Source: an optimization exercise on an open RTL-to-GDS flow (aim: small area). Production flows keep margins and buffers that such runs may drop. At most, simulation tests tie the RTL to the original design; equivalence was not proved. Power figures rest on the tool's default switching activity, not on a simulated workload.

## tpu_io_ctrl
module tpu_io_ctrl #(
  parameter int WORD_SIZE = 256,
  parameter int ROWS      = 32,
  localparam int ADDR_W   = (ROWS > 1) ? $clog2(ROWS) : 1
) (
  input  logic                 clk,
  input  logic                 rst,
  input  logic                 in_valid,
  input  logic [WORD_SIZE-1:0] gbuff_a,
  input  logic [WORD_SIZE-1:0] gbuff_b,
  input  logic [4:0]           m,
  input  logic [4:0]           n,
  input  logic [4:0]           k,
  output logic                 wr_en,
  output logic [ADDR_W-1:0]    wr_addr,
  output logic [WORD_SIZE-1:0] wr_data_a,
  output logic [WORD_SIZE-1:0] wr_data_b,
  output logic                 start,
  output logic [4:0]           m_o,
  output logic [4:0]           n_o,
  output logic [4:0]           k_o,
  input  logic                 done,
  output logic                 rd_en,
  output logic [ADDR_W-1:0]    rd_addr,
  input  logic [WORD_SIZE-1:0] rd_data,
  output logic                 out_valid,
  output logic [WORD_SIZE-1:0] gbuff_out,
  output logic                 busy,
  output logic                 proto_err
);
export LEC_CHECK = 0
export ABC_AREA = 1
export CAP_MARGIN = 20
export CORE_AREA = 10 10 490 490
export DIE_AREA = 0 0 500 500
export SLEW_MARGIN = 20
create_clock -name core_clock -period 5.0 [get_ports {clk}]
standard.sh (not shown) runs the stock make flow with config.mk's settings and CLKGATE_MAP_FILE= SYNTH_SCRIPT=/design/flow/synth_recipe.tcl, a recipe that flattens the netlist after the stock synthesis.
==> flow/flow/run.sh <==
#!/bin/bash
# Layout flow: the standard ORFS flow (the standard.sh) with
#  - port buffers of the smallest buffer cell,
#  - each data input pin placed next to the output pin it feeds (io.tcl),
#  - a clock tree of small buffers without dummy loads.
export IO_CONSTRAINTS="$PWD/flow/io.tcl"
export BUFFER_PORTS_ARGS="-buffer_cell sky130_fd_sc_hd__buf_1"
export CTS_ARGS="-sink_clustering_enable -repair_clock_nets -dont_use_dummy_load -buf_list {sky130_fd_sc_hd__clkbuf_8} -sink_clustering_size 20 -sink_clustering_max_diameter 60"

bash standard.sh > standard.log 2>&1
==> flow/flow/io.tcl <==
# Keep the pins of each data bit together, so every bit's buffers and
# registers stay at the die edge next to its pins: gbuff_a, rd_data,
# wr_data_a and gbuff_out share one register per bit; gbuff_b feeds wr_data_b.
for {set i 0} {$i < 256} {incr i} {
  set_io_pin_constraint -group -order -pin_names [list "gbuff_a\[$i\]" "rd_data\[$i\]" "wr_data_a\[$i\]" "gbuff_out\[$i\]"]
  set_io_pin_constraint -group -order -pin_names [list "gbuff_b\[$i\]" "wr_data_b\[$i\]"]
}
The starting point failed in 3_2_place_iop.
Next try:
--- a/flow/flow/run.sh
+++ b/flow/flow/run.sh
@@ -9 +9 @@
-
+export RECOVER_POWER=100
==> flow/flow/io.tcl (replaced) <==
# Keep each data input pin next to the output pin of the register it feeds,
# so every data bit's buffer-register-buffer chain stays at the die edge.
for {set i 0} {$i < 256} {incr i} {
  set_io_pin_constraint -group -order -pin_names [list "gbuff_a\[$i\]" "wr_data_a\[$i\]"]
  set_io_pin_constraint -group -order -pin_names [list "gbuff_b\[$i\]" "wr_data_b\[$i\]"]
  set_io_pin_constraint -group -order -pin_names [list "rd_data\[$i\]" "gbuff_out\[$i\]"]
}
Settings changed: CORE_AREA 10 10 490 490 to 10 10 450 450, DIE_AREA 0 0 500 500 to 0 0 460 460.
This time the run finished with capacitance limit, slew limit left. Area after synthesis is unchanged. Synthesized cell count stays the same.
Next try:
--- a/flow/flow/run.sh
+++ b/flow/flow/run.sh
@@ -9 +9 @@
-export RECOVER_POWER=100
+
==> flow/flow/io.tcl (replaced) <==
# Keep the pins of each data bit together, so every bit's buffers and
# registers stay at the die edge next to its pins: gbuff_a, rd_data,
# wr_data_a and gbuff_out share one register per bit; gbuff_b feeds wr_data_b.
for {set i 0} {$i < 256} {incr i} {
  set_io_pin_constraint -group -order -pin_names [list "gbuff_a\[$i\]" "rd_data\[$i\]" "wr_data_a\[$i\]" "gbuff_out\[$i\]"]
  set_io_pin_constraint -group -order -pin_names [list "gbuff_b\[$i\]" "wr_data_b\[$i\]"]
}
Result:
- The new run ended with an error in 3_2_place_iop
- area after synthesis does not change
- synthesized cell count stays the same
Next try:
==> flow/flow/io.tcl (replaced) <==
# Keep each data input pin next to the output pin of the register it feeds,
# so every data bit's buffer-register-buffer chain stays at the die edge.
for {set i 0} {$i < 256} {incr i} {
  set_io_pin_constraint -group -order -pin_names [list "gbuff_a\[$i\]" "wr_data_a\[$i\]"]
  set_io_pin_constraint -group -order -pin_names [list "gbuff_b\[$i\]" "wr_data_b\[$i\]"]
  set_io_pin_constraint -group -order -pin_names [list "rd_data\[$i\]" "gbuff_out\[$i\]"]
}
Effect: Now the flow finished clean. Synthesized cell count is unchanged. Synthesized area does not change.
No functional check of the RTL was part of any run of this note.

* * *

Setup of main:
Another version of the RTL of tpu_io_ctrl (not shown whole).
Size: about 1400 cells after synthesis, ~540 flip-flops, about 15000 µm² of cells after synthesis.
clock: 5.0 ns
lec_check: 0
cap_margin: 5
core_area: 10 10 490 490
die_area: 0 0 500 500
slew_margin: 5
==> flow/flow/run.sh <==
#!/bin/bash
# Layout flow: the standard ORFS flow (standard.sh, unchanged synthesis)
# with three changes to how the layout is made:
#  - io.tcl places every pin by hand, evenly around the die edge, with the
#    pins of each data bit next to each other (sourced at the end of
#    floorplan through IO_CONSTRAINTS; place_pins then leaves them alone);
#  - port buffers use the smallest buffer cell (buf_1);
#  - the clock tree uses clkbuf_8 leaf buffers for clusters of at most 20
#    flip-flops, clkbuf_16 above them, and no dummy loads.
# The full output of the ORFS run goes to standard.log; ORFS keeps each
# step's own log under orfs/logs.
export IO_CONSTRAINTS="$PWD/flow/io.tcl"
export BUFFER_PORTS_ARGS="-buffer_cell sky130_fd_sc_hd__buf_1"
export CTS_ARGS="-sink_clustering_enable -repair_clock_nets -dont_use_dummy_load -buf_list {sky130_fd_sc_hd__clkbuf_16} -sink_clustering_buffer sky130_fd_sc_hd__clkbuf_8 -sink_clustering_size 20 -sink_clustering_max_diameter 100"
bash standard.sh > standard.log 2>&1
Other scripts of this flow, unchanged in this note and not shown: flow/flow/io.tcl
Input changes introduced in the feature branch (baseline for comparison: main):
# main
export LEC_CHECK = 0
export CAP_MARGIN = 5
export CORE_AREA = 10 10 490 490
export DIE_AREA = 0 0 500 500
export SLEW_MARGIN = 5
create_clock -name core_clock -period 5.0 [get_ports {clk}]
# the feature branch
export LEC_CHECK = 0
export CAP_MARGIN = 5
export CORE_AREA = 10 10 430 430
export DIE_AREA = 0 0 440 440
export SLEW_MARGIN = 5
create_clock -name core_clock -period 5.0 [get_ports {clk}]
### Flow results
Compared with main, the detailed router inserted fewer vias in the feature branch. The feature branch gives more largest net degree at the start of global routing than main did. Est. power | the feature branch vs main | the feature branch lower. The feature branch vs main: final core area utilization up.

* * *

Setup of run 1:
tpu_io_ctrl, a different RTL version from the one above (not shown whole).
For scale: ~1500 cells after synthesis, about 540 flip-flops.
Settings: LEC_CHECK=0, ABC_AREA=1, CAP_MARGIN=20, CORE_AREA=10 10 450 450, DIE_AREA=0 0 460 460, SLEW_MARGIN=20; clock period 5.0 ns.
==> flow/flow/run.sh <==
#!/bin/bash
# Layout flow: the standard ORFS flow (the standard.sh) with
#  - port buffers of the smallest buffer cell,
#  - each data input pin placed next to the output pin it feeds (io.tcl),
#  - a clock tree of small buffers without dummy loads.
export IO_CONSTRAINTS="$PWD/flow/io.tcl"
export BUFFER_PORTS_ARGS="-buffer_cell sky130_fd_sc_hd__buf_1"
export CTS_ARGS="-sink_clustering_enable -repair_clock_nets -dont_use_dummy_load -buf_list {sky130_fd_sc_hd__clkbuf_16} -sink_clustering_buffer sky130_fd_sc_hd__clkbuf_8 -sink_clustering_size 20 -sink_clustering_max_diameter 100"

bash standard.sh > standard.log 2>&1
Other scripts of this flow, unchanged in this note and not shown: flow/flow/io.tcl
Looking at the reports, run 1 completed the entire flow and the layout it produced met the timing, design-rule and antenna checks.
diff inputs: run 1 => run 2
Settings: a change of CORE_AREA from 10 10 450 450 to 10 10 390 390; a change of DIE_AREA from 0 0 460 460 to 0 0 400 400.
==> comparison <==
- Between run 1 and run 2, core utilization increased.
- Sequential share of layout area, run 1 and run 2: lower on run 1
- Changes observed in run 2 relative to run 1: HPWL reported at the end of detailed placement now larger; design area now smaller; final worst-path setup slack now larger; maximum clock frequency now larger; final layout net count comparable.
Modified inputs, run 3 compared to run 2
Settings: changing DIE_AREA from 0 0 400 400 to 0 0 460 460; removing ABC_AREA (formerly 1); changing CORE_AREA from 10 10 390 390 to 10 10 450 450.
## What came out
Run 3 — total power 2.9% higher, run 2 as reference. [compare] base=run 2 new=run 3: relative max-transition margin increased 1.7 points; final non-filler cell area has increased.

* * *

The RTL this note starts from:
==> flow/design.v <==
module tpu_io_ctrl #(
  parameter int WORD_SIZE = 256,
  parameter int ROWS      = 32,
  localparam int ADDR_W   = (ROWS > 1) ? $clog2(ROWS) : 1
) (
  input  logic                 clk,
  input  logic                 rst,
  input  logic                 in_valid,
  input  logic [WORD_SIZE-1:0] gbuff_a,
  input  logic [WORD_SIZE-1:0] gbuff_b,
  input  logic [4:0]           m,
  input  logic [4:0]           n,
  input  logic [4:0]           k,
  output logic                 wr_en,
  output logic [ADDR_W-1:0]    wr_addr,
  output logic [WORD_SIZE-1:0] wr_data_a,
  output logic [WORD_SIZE-1:0] wr_data_b,
  output logic                 start,
  output logic [4:0]           m_o,
  output logic [4:0]           n_o,
  output logic [4:0]           k_o,
  input  logic                 done,
  output logic                 rd_en,
  output logic [ADDR_W-1:0]    rd_addr,
  input  logic [WORD_SIZE-1:0] rd_data,
  output logic                 out_valid,
  output logic [WORD_SIZE-1:0] gbuff_out,
  output logic                 busy,
  output logic                 proto_err
);
  localparam logic [ADDR_W-1:0] LAST_ROW = ADDR_W'(ROWS - 1);
  logic                 load_q;       
  logic                 run_q;        
  logic                 rd_valid_q;   
  logic [WORD_SIZE-1:0] rdata_q;      
  logic read_ph;    
  logic accept;     
  logic last;       
  logic done_ok;    
  assign read_ph = rd_en | out_valid;
  assign busy    = load_q | run_q | read_ph;
  assign accept  = in_valid & ~run_q & ~read_ph;
  assign last    = accept & load_q & (wr_addr == ADDR_W'(ROWS - 2));
  assign start   = run_q & (wr_addr == LAST_ROW);
  assign done_ok = done & run_q & ~start;
  assign gbuff_out = rdata_q & {WORD_SIZE{out_valid}};
  always_ff @(posedge clk or posedge rst) begin
    if (rst) begin
      load_q    <= 1'b0;
      run_q     <= 1'b0;
      wr_en     <= 1'b0;
      rd_en     <= 1'b0;
      out_valid <= 1'b0;
      proto_err <= 1'b0;
    end else begin
      load_q    <= (load_q | accept) & ~last;
      run_q     <= last | (run_q & ~done_ok);
      wr_en     <= accept;
      rd_en     <= done_ok | (rd_en & (rd_addr != LAST_ROW));
      out_valid <= rd_valid_q;
      if ((done & ~run_q) | (in_valid & (run_q | read_ph))) proto_err <= 1'b1;
    end
  end
  always_ff @(posedge clk) begin
    wr_data_a  <= gbuff_a;
    wr_data_b  <= gbuff_b;
    rdata_q    <= rd_data;
    rd_valid_q <= rd_en;
    wr_addr    <= load_q ? wr_addr + ADDR_W'(accept) : '0;
    rd_addr    <= rd_en ? rd_addr + 1'b1 : '0;
    if (!busy) begin
      m_o <= m;
      n_o <= n;
      k_o <= k;
    end
  end
endmodule
export LEC_CHECK = 0
export CAP_MARGIN = 20
export CORE_AREA = 10 10 450 450
export DIE_AREA = 0 0 460 460
export SLEW_MARGIN = 20
create_clock -name core_clock -period 5.0 [get_ports {clk}]
==> flow/flow/run.sh <==
#!/bin/bash
# Layout flow: the standard ORFS flow (the standard.sh), with port
# buffers of the smallest buffer cell.
export BUFFER_PORTS_ARGS="-buffer_cell sky130_fd_sc_hd__buf_1"
bash standard.sh > standard.log 2>&1
Next try:
==> flow/flow/run.sh (replaced) <==
#!/bin/bash
# Layout flow: the standard ORFS flow (the standard.sh) with
#  - port buffers of the smallest buffer cell,
#  - each data input pin placed next to the output pin it feeds (io.tcl),
#  - a clock tree of small buffers without dummy loads.
export IO_CONSTRAINTS="$PWD/flow/io.tcl"
export BUFFER_PORTS_ARGS="-buffer_cell sky130_fd_sc_hd__buf_1"
export CTS_ARGS="-sink_clustering_enable -repair_clock_nets -dont_use_dummy_load -buf_list {sky130_fd_sc_hd__clkbuf_4 sky130_fd_sc_hd__clkbuf_8}"
bash standard.sh > standard.log 2>&1
==> flow/flow/io.tcl (new file) <==
# Keep each data input pin next to the output pin of the register it feeds,
# so every data bit's buffer-register-buffer chain stays at the die edge.
for {set i 0} {$i < 256} {incr i} {
  set_io_pin_constraint -group -order -pin_names [list "gbuff_a\[$i\]" "wr_data_a\[$i\]"]
  set_io_pin_constraint -group -order -pin_names [list "gbuff_b\[$i\]" "wr_data_b\[$i\]"]
  set_io_pin_constraint -group -order -pin_names [list "rd_data\[$i\]" "gbuff_out\[$i\]"]
}
Area after synthesis stays the same.
Design area goes down by 6.3%.
Worst setup slack improves by 94 ps.
Non-clock buffer count goes down by 1.
Next try:
==> flow/flow/run.sh (replaced) <==
#!/bin/bash
# Layout flow: the standard ORFS flow (the standard.sh), with port
# buffers of the smallest buffer cell and a clock tree of small buffers
# without dummy loads.
export BUFFER_PORTS_ARGS="-buffer_cell sky130_fd_sc_hd__buf_1"
export CTS_ARGS="-sink_clustering_enable -repair_clock_nets -dont_use_dummy_load -buf_list {sky130_fd_sc_hd__clkbuf_4 sky130_fd_sc_hd__clkbuf_8}"
bash standard.sh > standard.log 2>&1
removed: flow/flow/io.tcl
The new run passed the timing, design-rule and antenna checks.
Global-route usage went up by 16 points.
Routed wire length increases to 3.8 times its value.
Count of clock-buffer cells in the layout increases by 31.
Total power rose by 13%.
Final area rises by 2.3%.
Next try:
--- a/flow/flow/run.sh
+++ b/flow/flow/run.sh
@@ -2,3 +2,6 @@
-# Layout flow: the standard ORFS flow (the standard.sh), with port
-# buffers of the smallest buffer cell and a clock tree of small buffers
-# without dummy loads.
+# Layout flow: the standard ORFS flow (the standard.sh) with
+#  - port buffers of the smallest buffer cell,
+#  - each data input pin placed next to the output pin it feeds (io.tcl),
+#  - a clock tree of small buffers without dummy loads.
+export IO_CONSTRAINTS="$PWD/flow/io.tcl"
+export PLACE_PINS_ARGS="-min_distance 1 -min_distance_in_tracks"
==> flow/flow/io.tcl (new file) <==
# Keep each data input pin next to the output pin of the register it feeds,
# so every data bit's buffer-register-buffer chain stays at the die edge.
for {set i 0} {$i < 256} {incr i} {
  set_io_pin_constraint -group -order -pin_names [list "gbuff_a\[$i\]" "wr_data_a\[$i\]"]
  set_io_pin_constraint -group -order -pin_names [list "gbuff_b\[$i\]" "wr_data_b\[$i\]"]
  set_io_pin_constraint -group -order -pin_names [list "rd_data\[$i\]" "gbuff_out\[$i\]"]
}
Settings changed: CORE_AREA 10 10 450 450 to 10 10 330 330, DIE_AREA 0 0 460 460 to 0 0 340 340.
What happened: The new run went through all stages and came out clean. Final area went down by 6.5%. Via count went down by 12%. Worst setup slack gains 150 ps. Combinational power is lower by 28%. Routed wire length goes down by 65%. Global-route usage drops by 7.7 points. Critical path depth went down by 1. Maximum frequency went up by 4.2%. Total power came out lower by 9.4%. Sequential cell count is unchanged. Core utilization rises by 12 points.
No functional check of the RTL was part of any run of this note.

* * *

JK:
tpu_io_ctrl with an RTL version that a note above also has.
Size: roughly 540 flip-flops, ~0.015 mm^2 of cells after synthesis.
// tpu_io_ctrl
module tpu_io_ctrl #(
  parameter int WORD_SIZE = 256,
  parameter int ROWS      = 32,
  localparam int ADDR_W   = (ROWS > 1) ? $clog2(ROWS) : 1
) (
  input  logic                 clk,
  input  logic                 rst,
  input  logic                 in_valid,
  input  logic [WORD_SIZE-1:0] gbuff_a,
  input  logic [WORD_SIZE-1:0] gbuff_b,
  input  logic [4:0]           m,
  input  logic [4:0]           n,
  input  logic [4:0]           k,
  output logic                 wr_en,
  output logic [ADDR_W-1:0]    wr_addr,
  output logic [WORD_SIZE-1:0] wr_data_a,
  output logic [WORD_SIZE-1:0] wr_data_b,
  output logic                 start,
  output logic [4:0]           m_o,
  output logic [4:0]           n_o,
  output logic [4:0]           k_o,
  input  logic                 done,
  output logic                 rd_en,
  output logic [ADDR_W-1:0]    rd_addr,
  input  logic [WORD_SIZE-1:0] rd_data,
  output logic                 out_valid,
  output logic [WORD_SIZE-1:0] gbuff_out,
  output logic                 busy,
  output logic                 proto_err
);
export LEC_CHECK = 0
export CAP_MARGIN = 20
export CORE_AREA = 10 10 450 450
export DIE_AREA = 0 0 460 460
export SLEW_MARGIN = 20
create_clock -name core_clock -period 5.0 [get_ports {clk}]
==> flow/flow/run.sh <==
#!/bin/bash
# Layout flow: the standard ORFS flow (standard.sh, unchanged synthesis)
# with three changes to how the layout is made:
#  - io.tcl places every pin by hand, evenly around the die edge, with the
#    pins of each data bit next to each other (sourced at the end of
#    floorplan through IO_CONSTRAINTS; place_pins then leaves them alone);
#  - port buffers use the smallest buffer cell (buf_1);
#  - the clock tree uses clkbuf_8 leaf buffers for clusters of at most 20
#    flip-flops, clkbuf_16 above them, and no dummy loads.
# The full output of the ORFS run goes to standard.log; ORFS keeps each
# step's own log under orfs/logs.
export IO_CONSTRAINTS="$PWD/flow/io.tcl"
export BUFFER_PORTS_ARGS="-buffer_cell sky130_fd_sc_hd__buf_1"
export CTS_ARGS="-sink_clustering_enable -repair_clock_nets -dont_use_dummy_load -buf_list {sky130_fd_sc_hd__clkbuf_16} -sink_clustering_buffer sky130_fd_sc_hd__clkbuf_8 -sink_clustering_size 20 -sink_clustering_max_diameter 100"
bash standard.sh > standard.log 2>&1
==> flow/flow/io.tcl <==
# Place every pin by hand, spread evenly around the die edge. Each data bit's
# pins sit together (gbuff_a, rd_data, wr_data_a, gbuff_out share a register;
# gbuff_b feeds wr_data_b), so its buffers and registers stay at the edge
# next to them. Control pins sit together in the middle of the left edge, with free
# slots on both sides of the clock pin.
set block [ord::get_db_block]
set die [$block getDieArea]
set dbu [$block getDbUnitsPerMicron]
set W [expr {double([$die xMax]) / $dbu}]
set H [expr {double([$die yMax]) / $dbu}]
set avoid 10.0
# slots, counterclockwise: bottom (met2), right (met3), top (met2), left (met3)
set slots {}
for {set x [expr {0.23 + 0.46 * ceil(($avoid - 0.23) / 0.46)}]} {$x <= $W - $avoid} {set x [expr {$x + 0.46}]} {
  lappend slots [list met2 $x 0.2425 {0.14 0.485}]
}
for {set y [expr {0.34 + 0.68 * ceil(($avoid - 0.34) / 0.68)}]} {$y <= $H - $avoid} {set y [expr {$y + 0.68}]} {
  lappend slots [list met3 [expr {$W - 0.4}] $y {0.8 0.3}]
}
set top {}
for {set x [expr {0.23 + 0.46 * ceil(($avoid - 0.23) / 0.46)}]} {$x <= $W - $avoid} {set x [expr {$x + 0.46}]} {
  lappend top [list met2 $x [expr {$H - 0.2425}] {0.14 0.485}]
}
set slots [concat $slots [lreverse $top]]
set left {}
for {set y [expr {0.34 + 0.68 * ceil(($avoid - 0.34) / 0.68)}]} {$y <= $H - $avoid} {set y [expr {$y + 0.68}]} {
  lappend left [list met3 0.4 $y {0.8 0.3}]
}
set slots [concat $slots [lreverse $left]]

# pin order around the ring
set data {}
for {set i 0} {$i < 256} {incr i} {
  lappend data "gbuff_a\[$i\]" "rd_data\[$i\]" "wr_data_a\[$i\]" "gbuff_out\[$i\]"
}
for {set i 0} {$i < 256} {incr i} {
  lappend data "gbuff_b\[$i\]" "wr_data_b\[$i\]"
}
set ctrl {{} {} clk {} {} rst in_valid done wr_en start rd_en out_valid busy proto_err}
foreach b {m n k} {
  for {set i 0} {$i < 5} {incr i} { lappend ctrl "$b\[$i\]" "${b}_o\[$i\]" }
}
for {set i 0} {$i < 5} {incr i} { lappend ctrl "wr_addr\[$i\]" "rd_addr\[$i\]" }
# the control pins go where the left edge's middle falls in the ring
set n [llength $slots]
set m [expr {[llength $data] + [llength $ctrl]}]
set nl [llength $left]
set mid [expr {$n - $nl / 2}]
set at [expr {int(round(double($mid) * $m / $n)) - [llength $ctrl] / 2}]
set pins [concat [lrange $data 0 [expr {$at - 1}]] $ctrl [lrange $data $at end]]
for {set j 0} {$j < $m} {incr j} {
  set s [lindex $slots [expr {int(double($j) * $n / $m)}]]
  lassign $s layer x y size
  if {[lindex $pins $j] eq ""} continue
  place_pin -pin_name [lindex $pins $j] -layer $layer -location [list $x $y] -pin_size $size -force_to_die_boundary
}
No stage failed in JK, and the final checks on the layout all came back clean.
Here is what was changed in the inputs of MS compared with JK.
==> flow/flow/run.sh <==
#!/bin/bash
# Layout flow: the standard ORFS flow (the standard.sh) with
#  - port buffers of the smallest buffer cell,
#  - each data input pin placed next to the output pin it feeds (io.tcl),
#  - a clock tree of small buffers without dummy loads.
export IO_CONSTRAINTS="$PWD/flow/io.tcl"
export BUFFER_PORTS_ARGS="-buffer_cell sky130_fd_sc_hd__buf_1"
export CTS_ARGS="-sink_clustering_enable -repair_clock_nets -dont_use_dummy_load -buf_list {sky130_fd_sc_hd__clkbuf_16} -sink_clustering_buffer sky130_fd_sc_hd__clkbuf_8 -sink_clustering_size 20 -sink_clustering_max_diameter 100"

bash standard.sh > standard.log 2>&1
--- a/flow/flow/io.tcl
+++ b/flow/flow/io.tcl
@@ -34,4 +34 @@
-  lappend data "gbuff_a\[$i\]" "rd_data\[$i\]" "wr_data_a\[$i\]" "gbuff_out\[$i\]"
-}
-for {set i 0} {$i < 256} {incr i} {
-  lappend data "gbuff_b\[$i\]" "wr_data_b\[$i\]"
+  lappend data "gbuff_a\[$i\]" "rd_data\[$i\]" "wr_data_a\[$i\]" "gbuff_out\[$i\]" "gbuff_b\[$i\]" "wr_data_b\[$i\]"
--- outcome ---
MS: done, clean on timing, DRC and antenna
From JK to MS the numbers moved as follows: routed wire length +2.0%, fraction of layout cells with a size suffix above 1 barely changed, worst hold slack across all endpoints went down 0.027 ns.
| cell count | JK vs MS | ≈ equal |
--- input diff MS..AL ---
--- a/flow/flow/run.sh
+++ b/flow/flow/run.sh
@@ -8 +8 @@
-export CTS_ARGS="-sink_clustering_enable -repair_clock_nets -dont_use_dummy_load -buf_list {sky130_fd_sc_hd__clkbuf_16} -sink_clustering_buffer sky130_fd_sc_hd__clkbuf_8 -sink_clustering_size 20 -sink_clustering_max_diameter 100"
+export CTS_ARGS="-sink_clustering_enable -repair_clock_nets -dont_use_dummy_load -buf_list {sky130_fd_sc_hd__clkbuf_16} -sink_clustering_buffer sky130_fd_sc_hd__clkbuf_8 -sink_clustering_size 19 -sink_clustering_max_diameter 100"
Notes after the runs:
The final reports for AL and MS show number of antenna violations at the first check in global routing lower in the former.
MS and AL ended up with nearly the same sequential share of layout area.
Total power: AL above MS
#### Input delta (TR over AL)
Settings: SLEW_MARGIN changed from 20 to 5; CAP_MARGIN changed from 20 to 5.
==> flow/flow/run.sh <==
#!/bin/bash
# Layout flow: the standard ORFS flow (standard.sh, unchanged synthesis)
# with three changes to how the layout is made:
#  - io.tcl places every pin by hand, evenly around the die edge, with the
#    pins of each data bit next to each other (sourced at the end of
#    floorplan through IO_CONSTRAINTS; place_pins then leaves them alone);
#  - port buffers use the smallest buffer cell (buf_1);
#  - the clock tree uses clkbuf_8 leaf buffers for clusters of at most 20
#    flip-flops, clkbuf_16 above them, and no dummy loads.
# The full output of the ORFS run goes to standard.log; ORFS keeps each
# step's own log under orfs/logs.
export IO_CONSTRAINTS="$PWD/flow/io.tcl"
export BUFFER_PORTS_ARGS="-buffer_cell sky130_fd_sc_hd__buf_1"
export CTS_ARGS="-sink_clustering_enable -repair_clock_nets -dont_use_dummy_load -buf_list {sky130_fd_sc_hd__clkbuf_16} -sink_clustering_buffer sky130_fd_sc_hd__clkbuf_8 -sink_clustering_size 21 -sink_clustering_max_diameter 100"
bash standard.sh > standard.log 2>&1
==> run notes <==
- Timing, DRC, antenna: 0 failures across AL and TR
- Compared with AL, TR shows a share of cell area taken by flip-flops and latches that is 0.18 points higher.
- From AL to TR, total overflow reported by the global router did not move at all.
- Delta(final critical-path required period, TR - AL) > 0
### TR -> PW
Settings: swapping 5 for 20 in CAP_MARGIN; swapping 5 for 20 in SLEW_MARGIN.
--- a/flow/flow/run.sh
+++ b/flow/flow/run.sh
@@ -14 +14 @@
-export CTS_ARGS="-sink_clustering_enable -repair_clock_nets -dont_use_dummy_load -buf_list {sky130_fd_sc_hd__clkbuf_16} -sink_clustering_buffer sky130_fd_sc_hd__clkbuf_8 -sink_clustering_size 21 -sink_clustering_max_diameter 100"
+export CTS_ARGS="-sink_clustering_enable -repair_clock_nets -dont_use_dummy_load -buf_list {sky130_fd_sc_hd__clkbuf_16} -sink_clustering_buffer sky130_fd_sc_hd__buf_6 -sink_clustering_size 17 -sink_clustering_max_diameter 100"
==> comparison <==
- The post-layout instance count excluding filler cells on TR is in line with that on PW.
- Between PW and TR, largest fanout on the critical path is higher for TR, PW comes in under that.
- Library cell contributing the largest single delay on the critical path: and3_1 -> PW, buf_4 -> TR
- Delta (PW minus TR): cell area was more or less identical, wire length on met3 went up, relative slew slack climbed 8.8 points, total power draw shows an increase of 0.00018 W.

re-timing with driven ports:
No port has a modelled driver above. Below, the same layouts with a new extraction and two added sets of constraints. Step 1 sets driving cells, clkbuf_16 on the clock port and buf_2 on the other inputs (assumed; they add their load-dependent delay and slew). Step 2 times the ports against the registers' clock, not the clock port: input delays grow and output delays shrink by t, the midpoint of the rising clock arrivals with the driver on. a / b / c = no drivers / after step 1 / after step 2; a / b = the first two.
run	t (ns)	setup WS [ns]	worst setup path at the end	latest minus earliest clock arrival (ns)
the second run of note 1	0.764	1.460 / 1.388 / 1.898	register to register	0.068 / 0.067
the fourth run of note 1	0.764	1.547 / 1.475 / 2.238	register to output	0.067 / 0.067
main	0.664	1.353 / 1.293 / 1.957	register to output	0.079 / 0.078
the feature branch	0.649	1.546 / 1.491 / 2.141	register to output	0.060 / 0.061
run 1	0.663	1.557 / 1.501 / 2.164	register to output	0.048 / 0.048
run 2	0.639	1.810 / 1.756 / 2.395	register to output	0.076 / 0.076
run 3	0.656	1.506 / 1.449 / 2.105	register to output	0.056 / 0.056
the first run of note 4	0.833	1.434 / 1.334 / 2.167	register to output	0.059 / 0.059
the second run of note 4	0.844	1.528 / 1.450 / 2.294	register to output	0.088 / 0.088
the third run of note 4	0.937	1.122 / 1.030 / 1.967	register to output	0.116 / 0.116
the fourth run of note 4	0.794	1.277 / 1.225 / 2.020	register to output	0.095 / 0.095
JK	0.625	1.751 / 1.696 / 2.321	register to output	0.103 / 0.103
MS	0.667	1.706 / 1.650 / 2.317	register to output	0.030 / 0.030
AL	0.632	1.729 / 1.673 / 2.305	register to output	0.056 / 0.056
TR	0.660	1.571 / 1.514 / 2.174	register to output	0.066 / 0.066
PW	0.615	1.767 / 1.711 / 2.325	register to output	0.038 / 0.039
